This is an optimization exercise on Yosys and OpenROAD, whose aim is small area, not a production implementation. Function was checked by simulation only, so behaviour that the tests miss may differ from the original. No activity file was given, so power comes from the tool's default toggle rates. The flow treats the clock pin as an ideal source, which a real chip does not have.

Design adc_capture_top, start of the top module:
module adc_capture_top #(
  parameter int EXTRA_REG = 1   
) (
  input  logic         adc_clk,
  input  logic         dcm_reset,
  input  logic [31:0]  adc_in,
  input  logic         adc_sync,
  input  logic         adc_overrange,
  output logic [133:0] out_frame,
  output logic         out_valid,
  input  logic         out_ready,
  output logic         overflow   
);
For scale: ~1900 cells after synthesis, roughly 41000 sq um of cells after synthesis.
clock: 5.0 ns
lec_check: 0
cap_margin: 20
core_margin: 2
core_utilization: 65
slew_margin: 20
standard.sh (not shown) runs the stock make flow with config.mk's settings and CLKGATE_MAP_FILE= SYNTH_SCRIPT=/design/flow/synth_recipe.tcl, a recipe that flattens the netlist after the stock synthesis.
==> flow/flow/run.sh <==
#!/bin/bash
# Own flow: the standard layout (standard.sh) with three changes.
#  1. Synthesis runs synth_recipe.tcl unchanged but with an area-oriented
#     ABC mapping script (flow/abc_area_map.script) in place of ORFS's
#     abc_speed.script; registers, their names and cell types are as in the
#     standard synthesis, only the combinational mapping differs.
#  2. Ports are buffered with sky130_fd_sc_hd__buf_1.
#  3. The clock tree uses larger sink clusters and no dummy loads.
# Each step writes its full output to its own log in the work folder.
set -o pipefail
mkdir -p scripts_area
for f in "$FLOW_HOME"/scripts/*; do ln -sf "$f" scripts_area/; done
rm -f scripts_area/abc_speed.script
cp flow/abc_area_map.script scripts_area/abc_speed.script
bash standard.sh SCRIPTS_DIR=$PWD/scripts_area synth > synth.log 2>&1 || exit 1
export BUFFER_PORTS_ARGS="-buffer_cell sky130_fd_sc_hd__buf_1"
export CTS_ARGS="-sink_clustering_enable -repair_clock_nets -dont_use_dummy_load -sink_clustering_size 18 -sink_clustering_max_diameter 55 -buf_list sky130_fd_sc_hd__clkbuf_8"
bash standard.sh floorplan > floorplan.log 2>&1 || exit 1
bash standard.sh place > place.log 2>&1 || exit 1
bash standard.sh cts > cts.log 2>&1 || exit 1
bash standard.sh route > route.log 2>&1 || exit 1
bash standard.sh finish > finish.log 2>&1 || exit 1
==> flow/flow/abc_area_map.script <==
strash
&get -n
&fraig -x
&put
scorr
dc2
strash
&get -n
&dch -f
&nf
&put
The starting point went through all stages and came out clean.
Then changed:
--- a/flow/flow/run.sh
+++ b/flow/flow/run.sh
@@ -17 +17 @@
-export CTS_ARGS="-sink_clustering_enable -repair_clock_nets -dont_use_dummy_load -sink_clustering_size 18 -sink_clustering_max_diameter 55 -buf_list sky130_fd_sc_hd__clkbuf_8"
+export CTS_ARGS="-sink_clustering_enable -repair_clock_nets -dont_use_dummy_load -sink_clustering_size 20 -sink_clustering_max_diameter 60 -buf_list sky130_fd_sc_hd__clkbuf_8"
CORE_UTILIZATION = 80   (was 65)
After rerunning: Clock power went down by 6.7%; cell area went down by about 1%; combinational power stays flat; first-iteration DRC count is higher by about 30%; power drops by 1.5%; setup slack loses 0.094 ns; hold slack improved by 0.021 ns.
Then changed:
CORE_UTILIZATION = 65   (was 80)
Outcome:
- The changed run finished clean
- wire length falls slightly
- utilization falls by 16 points
- cell count rises by a few percent
- power hardly moves
- non-clock buffer count rises by 2
Then changed:
--- a/flow/flow/run.sh
+++ b/flow/flow/run.sh
@@ -17 +17 @@
-export CTS_ARGS="-sink_clustering_enable -repair_clock_nets -dont_use_dummy_load -sink_clustering_size 20 -sink_clustering_max_diameter 60 -buf_list sky130_fd_sc_hd__clkbuf_8"
+export CTS_ARGS="-sink_clustering_enable -repair_clock_nets -dont_use_dummy_load -sink_clustering_size 30 -sink_clustering_max_diameter 100"
The changed run finished with timing, DRC and antenna clean.
Synthesized area is unchanged.
Die area is unchanged.
Maximum frequency rises by 2.1%.
Then changed:
--- a/flow/flow/run.sh
+++ b/flow/flow/run.sh
@@ -17 +17 @@
-export CTS_ARGS="-sink_clustering_enable -repair_clock_nets -dont_use_dummy_load -sink_clustering_size 30 -sink_clustering_max_diameter 100"
+export CTS_ARGS="-sink_clustering_enable -repair_clock_nets -dont_use_dummy_load -sink_clustering_size 20 -sink_clustering_max_diameter 60 -buf_list sky130_fd_sc_hd__clkbuf_8"
CORE_UTILIZATION = 80   (was 65)
PLACE_DENSITY = 0.7   (was unset)
Result: The changed run produced a clean layout. Total power came out lower by 2.1%. Routed wire length came out higher by 1.2%. Sequential share of layout area came out higher by 0.86 points. Setup slack degrades by 0.079 ns. Design area came out lower by 1.1%.
Then changed:
CORE_UTILIZATION = 88   (was 80)
PLACE_DENSITY = unset   (was 0.7)
The new run died in detailed placement.
Area after synthesis does not change.
Synthesized cell count stays the same.


The RTL this note starts from:
==> flow/design.v <==
`timescale 1ns/1ns
module frame_deser (
  input  logic         adc_clk,
  input  logic         dcm_reset,
  input  logic [31:0]  adc_in,
  input  logic         adc_sync,
  input  logic         adc_overrange,
  output logic [133:0] frame,
  output logic         frame_valid
);
  localparam int STAGES = 5;
  logic [1:0] slot;
  logic       valid_s1;
  logic       valid_s2;
  always_ff @(posedge adc_clk) begin
    if (dcm_reset) begin
      slot     <= '0;   
      valid_s1 <= 1'b0;
      valid_s2 <= 1'b0;
    end else begin
      slot     <= slot + 1'b1;   
      valid_s1 <= (slot == 2'd3);
      valid_s2 <= valid_s1;
    end
  end
  assign frame_valid = valid_s2;
  logic [31:0] data [STAGES];
  logic        sync [STAGES];
  logic        ovr  [STAGES];
  always_ff @(posedge adc_clk) begin
    data[0] <= adc_in;
    sync[0] <= adc_sync;
    ovr[0]  <= adc_overrange;
    for (int i = 1; i < STAGES; i++) begin
      data[i] <= data[i-1];
      sync[i] <= sync[i-1];
      ovr[i]  <= ovr[i-1];
    end
  end
  always_comb begin
    for (int n = 0; n < 4; n++) begin
      frame[102 + 8*n +: 8] = data[4-n][31:24];
      frame[70  + 8*n +: 8] = data[4-n][23:16];
      frame[38  + 8*n +: 8] = data[4-n][15:8];
      frame[6   + 8*n +: 8] = data[4-n][7:0];
      frame[2 + n]          = sync[4-n];
    end
    frame[0] = ovr[4] | ovr[3];
    frame[1] = ovr[2] | ovr[1];
  end
endmodule
`timescale 1ns/1ns
module frame_fifo (
  input  logic         adc_clk,
  input  logic         dcm_reset,
  input  logic [133:0] frame,
  input  logic         frame_valid,
  output logic [133:0] out_frame,
  output logic         out_valid,
  input  logic         out_ready,
  output logic         overflow
);
  localparam int FRAME_W    = 134;
  localparam int FIFO_DEPTH = 8;   
  logic [FRAME_W-1:0] mem [FIFO_DEPTH];
  logic [2:0]         wr_ptr;
  logic [2:0]         rd_ptr;
  logic [3:0]         count;   
  logic full;
  logic wr_en;
  logic rd_en;
  assign full      = count[3];
  assign out_valid = (count != '0);
  assign rd_en     = out_valid & out_ready;
  assign wr_en     = frame_valid & (~full | rd_en);
  always_comb begin
    out_frame = '0;
    for (int k = 0; k < FIFO_DEPTH; k++) begin
      out_frame = out_frame | (mem[k] & {FRAME_W{rd_ptr == 3'(k)}});
    end
  end
  always_ff @(posedge adc_clk) begin
    for (int k = 0; k < FIFO_DEPTH; k++) begin
      if (wr_en && wr_ptr == 3'(k)) begin
        mem[k] <= frame;
      end
    end
  end
  always_ff @(posedge adc_clk) begin
    if (dcm_reset) begin
      wr_ptr <= '0;
      rd_ptr <= '0;
      count  <= '0;
    end else begin
      if (wr_en) wr_ptr <= wr_ptr + 1'b1;
      if (rd_en) rd_ptr <= rd_ptr + 1'b1;
      case ({wr_en, rd_en})
        2'b10:   count <= count + 1'b1;
        2'b01:   count <= count - 1'b1;
        default: count <= count;
      endcase
    end
  end
  always_ff @(posedge adc_clk) begin
    if (dcm_reset) begin
      overflow <= 1'b0;
    end else if (frame_valid & ~wr_en) begin
      overflow <= 1'b1;
    end
  end
endmodule
`timescale 1ns/1ns
module adc_capture_top #(
  parameter int EXTRA_REG = 1   
) (
  input  logic         adc_clk,
  input  logic         dcm_reset,
  input  logic [31:0]  adc_in,
  input  logic         adc_sync,
  input  logic         adc_overrange,
  output logic [133:0] out_frame,
  output logic         out_valid,
  input  logic         out_ready,
  output logic         overflow   
);
  logic [133:0] deser_frame;
  logic         deser_valid;   
  frame_deser u_frame_deser (
    .adc_clk       (adc_clk),
    .dcm_reset     (dcm_reset),
    .adc_in        (adc_in),
    .adc_sync      (adc_sync),
    .adc_overrange (adc_overrange),
    .frame         (deser_frame),
    .frame_valid   (deser_valid)
  );
  frame_fifo u_frame_fifo (
    .adc_clk     (adc_clk),
    .dcm_reset   (dcm_reset),
    .frame       (deser_frame),
    .frame_valid (deser_valid),
    .out_frame   (out_frame),
    .out_valid   (out_valid),
    .out_ready   (out_ready),
    .overflow    (overflow)
  );
endmodule
Settings: LEC_CHECK=0, CAP_MARGIN=20, CORE_MARGIN=2, CORE_UTILIZATION=40, SLEW_MARGIN=20; clock period 5.0 ns.
==> flow/flow/run.sh <==
#!/bin/bash
set -o pipefail
cp standard.sh flow/standard.sh.copy 2>/dev/null
export BUFFER_PORTS_ARGS="-buffer_cell sky130_fd_sc_hd__buf_1"
export CTS_ARGS="-sink_clustering_enable -repair_clock_nets -dont_use_dummy_load"
bash standard.sh synth > synth.log 2>&1 || exit 1
bash standard.sh finish > finish.log 2>&1 || exit 1
==> flow/flow/standard.sh.copy <==
#!/bin/bash
# The standard flow's own layout of this design, on the ORFS make targets given (by default finish). After
# finish it leaves the final layout's DEF at /design/flow/out/final.def.
set -euo pipefail
make -C /OpenROAD-flow-scripts/flow DESIGN_CONFIG=/design/flow/config.mk WORK_HOME=/design/flow/orfs CLKGATE_MAP_FILE= SYNTH_SCRIPT=/design/flow/synth_recipe.tcl CAP_MARGIN=20 CORE_MARGIN=2 CORE_UTILIZATION=40 SLEW_MARGIN=20 "${@:-finish}"
if [[ -f /design/flow/orfs/results/sky130hd/adc_capture_top/base/6_final.odb ]]; then
  : # left out here: write the final layout as DEF
fi
Next try:
==> flow/run.sh (new file) <==
#!/bin/bash
# synth_recipe.tcl (not shown) runs the flow's synth.tcl, then flattens the netlist and writes it again
# the make line also repeats each setting of config.mk as NAME=value (left out here)
make -C /OpenROAD-flow-scripts/flow DESIGN_CONFIG=/design/flow/config.mk WORK_HOME=/design/flow/orfs CLKGATE_MAP_FILE= SYNTH_SCRIPT=/design/flow/synth_recipe.tcl finish
removed: flow/flow/run.sh
removed: flow/flow/standard.sh.copy
removed: flow/standard.sh
Worst setup slack degrades by 0.33 ns; via count grows by 1.8%; routed wire length rose by about 0.8%; area after synthesis does not change; total power rises by about 11%.
Next try:
Settings changed: CTS_BUF_LIST from default to sky130_fd_sc_hd__clkbuf_4.
Design area increases by 0.86%. Sequential cell count stays the same. Synthesized cell count does not change. First-iteration DRC count decreases by 1.4%. Synthesized area is unchanged. Setup slack is worse by 0.062 ns. Final cell count increases by 9.9%. Power decreases by 2.8%.
Next try:
Settings changed: CAP_MARGIN 20 to 0, CORE_UTILIZATION 40 to 55, CTS_BUF_LIST sky130_fd_sc_hd__clkbuf_4 to sky130_fd_sc_hd__clkbuf_2 sky130_fd_sc_hd__clkbuf_4 sky130_fd_sc_hd__clkbuf_8, SLEW_MARGIN 20 to 0.
Outcome:
- The new run produced a clean layout
- worst hold slack improves by 0.026 ns
- die area shrinks by 27%
- clock-buffer cell count shrinks by 209
- first-iteration DRC count grows by 3.1%
- worst setup slack degrades by 0.031 ns
- non-clock buffer count shrinks by 27


Another version of the RTL of adc_capture_top (not shown whole).
Size in the first run: ~2100 cells after synthesis.
==> flow/config.mk <==
export PLATFORM = sky130hd
export DESIGN_NAME = adc_capture_top
export DESIGN_NICKNAME = adc_capture_top
export VERILOG_FILES = /design/flow/design.v
export SDC_FILE = /design/flow/constraint.sdc
export NUM_CORES = 4
export LEC_CHECK = 0
export CAP_MARGIN = 0
export CORE_MARGIN = 2
export CORE_UTILIZATION = 65
export GPL_TIMING_DRIVEN = 0
export SLEW_MARGIN = 0
==> flow/constraint.sdc <==
create_clock -name core_clock -period 5.0 [get_ports {adc_clk}]
set_input_delay 1.0000 -clock core_clock [delete_from_list [all_inputs] [get_ports {adc_clk}]]
set_output_delay 1.0000 -clock core_clock [all_outputs]
set_load 0.01 [all_outputs]
==> flow/flow/run.sh <==
#!/bin/bash
# own flow: the standard layout (standard.sh) with small port buffers
# and a clock tree built from larger sink clusters without dummy loads.
# Each step writes its full output to its own log in the work folder.
set -o pipefail
export BUFFER_PORTS_ARGS="-buffer_cell sky130_fd_sc_hd__buf_1"
export CTS_ARGS="-sink_clustering_enable -repair_clock_nets -dont_use_dummy_load -sink_clustering_size 30 -sink_clustering_max_diameter 100"
bash standard.sh synth > synth.log 2>&1 || exit 1
bash standard.sh floorplan > floorplan.log 2>&1 || exit 1
bash standard.sh place > place.log 2>&1 || exit 1
bash standard.sh cts > cts.log 2>&1 || exit 1
bash standard.sh route > route.log 2>&1 || exit 1
bash standard.sh finish > finish.log 2>&1 || exit 1
The baseline passed the timing, DRC and antenna checks.
Rerun with:
--- a/flow/flow/run.sh
+++ b/flow/flow/run.sh
@@ -7 +7,2 @@
-export CTS_ARGS="-sink_clustering_enable -repair_clock_nets -dont_use_dummy_load -sink_clustering_size 30 -sink_clustering_max_diameter 100"
+export RECOVER_POWER=100
+export CTS_ARGS="-sink_clustering_enable -repair_clock_nets -dont_use_dummy_load -sink_clustering_size 20 -sink_clustering_max_diameter 60 -buf_list sky130_fd_sc_hd__clkbuf_8"
Settings changed: CAP_MARGIN 0 to 20, GPL_TIMING_DRIVEN 0 to not set, SLEW_MARGIN 0 to 20.
The new run produced a layout that fails on max-capacitance violations, max-slew violations.
Non-clock buffer count falls by 94.
Synthesized area does not change.
Worst setup slack is worse by 110 ps.
Via count goes down by 2.7%.
Sequential cell count does not change.
First-iteration DRC count drops by 25%.
Cell area falls by 1.6%.
Rerun with:
--- a/flow/flow/run.sh
+++ b/flow/flow/run.sh
@@ -7,2 +7 @@
-export RECOVER_POWER=100
-export CTS_ARGS="-sink_clustering_enable -repair_clock_nets -dont_use_dummy_load -sink_clustering_size 20 -sink_clustering_max_diameter 60 -buf_list sky130_fd_sc_hd__clkbuf_8"
+export CTS_ARGS="-sink_clustering_enable -repair_clock_nets -dont_use_dummy_load -sink_clustering_size 30 -sink_clustering_max_diameter 100"
Settings changed: CAP_MARGIN 20 to 0, SLEW_MARGIN 20 to 0.
This time the run ran to the end with no violations. Wire length shrinks by 0.83%. Final cell count shrinks by 0.85%. Final area grows by 0.77%.
Rerun with:
--- a/flow/flow/run.sh
+++ b/flow/flow/run.sh
@@ -6,0 +7 @@
+export RECOVER_POWER=100
Settings changed: CAP_MARGIN 0 to 20, CORE_UTILIZATION 65 to 70, SLEW_MARGIN 0 to 20.
This time the run finished but fails on max-capacitance violations, max-slew violations.
Wire length falls by 2.2%.
Clock skew stays flat.
Final cell count went down by 2.8%.
Total power is about the same.

[separate check: timing with driven ports]
The flow's constraints put no driver on any port. The routed layouts listed below were extracted and timed again, unchanged, in two steps.
Step 1 sets driving cells, clkbuf_16 on the clock port and buf_2 on the other inputs (assumed; they add their load-dependent delay and slew).
Step 2 moves the port delays by t, midway between the first and last clock arrival at a register: inputs arrive t later, outputs are due t later. That takes back most of the time a late clock gives input paths.
Three values: ideal ports, drivers, drivers and shift; two values: the first two.
run | shift t [ns] | setup WS [ns] | hold slack, ns | worst data-port slew with drivers (ns)
the first run of note 1 | 0.730 | 0.642 / 0.581 / 1.312 | 0.298 / 0.298 / 0.298 | 0.09
the second run of note 1 | 0.744 | 0.548 / 0.494 / 1.239 | 0.319 / 0.319 / 0.319 | 0.10
the third run of note 1 | 0.742 | 0.535 / 0.473 / 1.214 | 0.304 / 0.304 / 0.304 | 0.07
the fourth run of note 1 | 0.683 | 0.627 / 0.560 / 1.244 | 0.337 / 0.337 / 0.337 | 0.08
the fifth run of note 1 | 0.744 | 0.548 / 0.494 / 1.239 | 0.319 / 0.319 / 0.319 | 0.10
the first run of note 2 | 0.718 | 0.560 / 0.498 / 1.215 | 0.322 / 0.322 / 0.322 | 0.04
the second run of note 2 | 0.758 | 0.233 / 0.166 / 0.924 | 0.326 / 0.326 / 0.326 | 0.04
the third run of note 2 | 1.159 | 0.171 / 0.109 / 1.051 | 0.293 / 0.257 / 0.317 | 0.04
the fourth run of note 2 | 0.884 | 0.140 / 0.077 / 0.961 | 0.319 / 0.319 / 0.319 | 0.04
the first run of note 3 | 0.662 | 0.781 / 0.718 / 1.380 | 0.336 / 0.336 / 0.336 | 0.04
the second run of note 3 | 0.717 | 0.667 / 0.606 / 0.228 | 0.259 / 0.259 / 0.259 | 0.06
the third run of note 3 | 0.665 | 1.247 / 1.178 / 1.618 | 0.331 / 0.331 / 0.331 | 0.07
the fourth run of note 3 | 0.663 | 0.781 / 0.714 / 0.244 | 0.336 / 0.336 / 0.336 | 0.09
The setup slack of the fourth run of note 3, which loses most, moves by -0.067 ns with the drivers and by -0.537 ns with both steps.
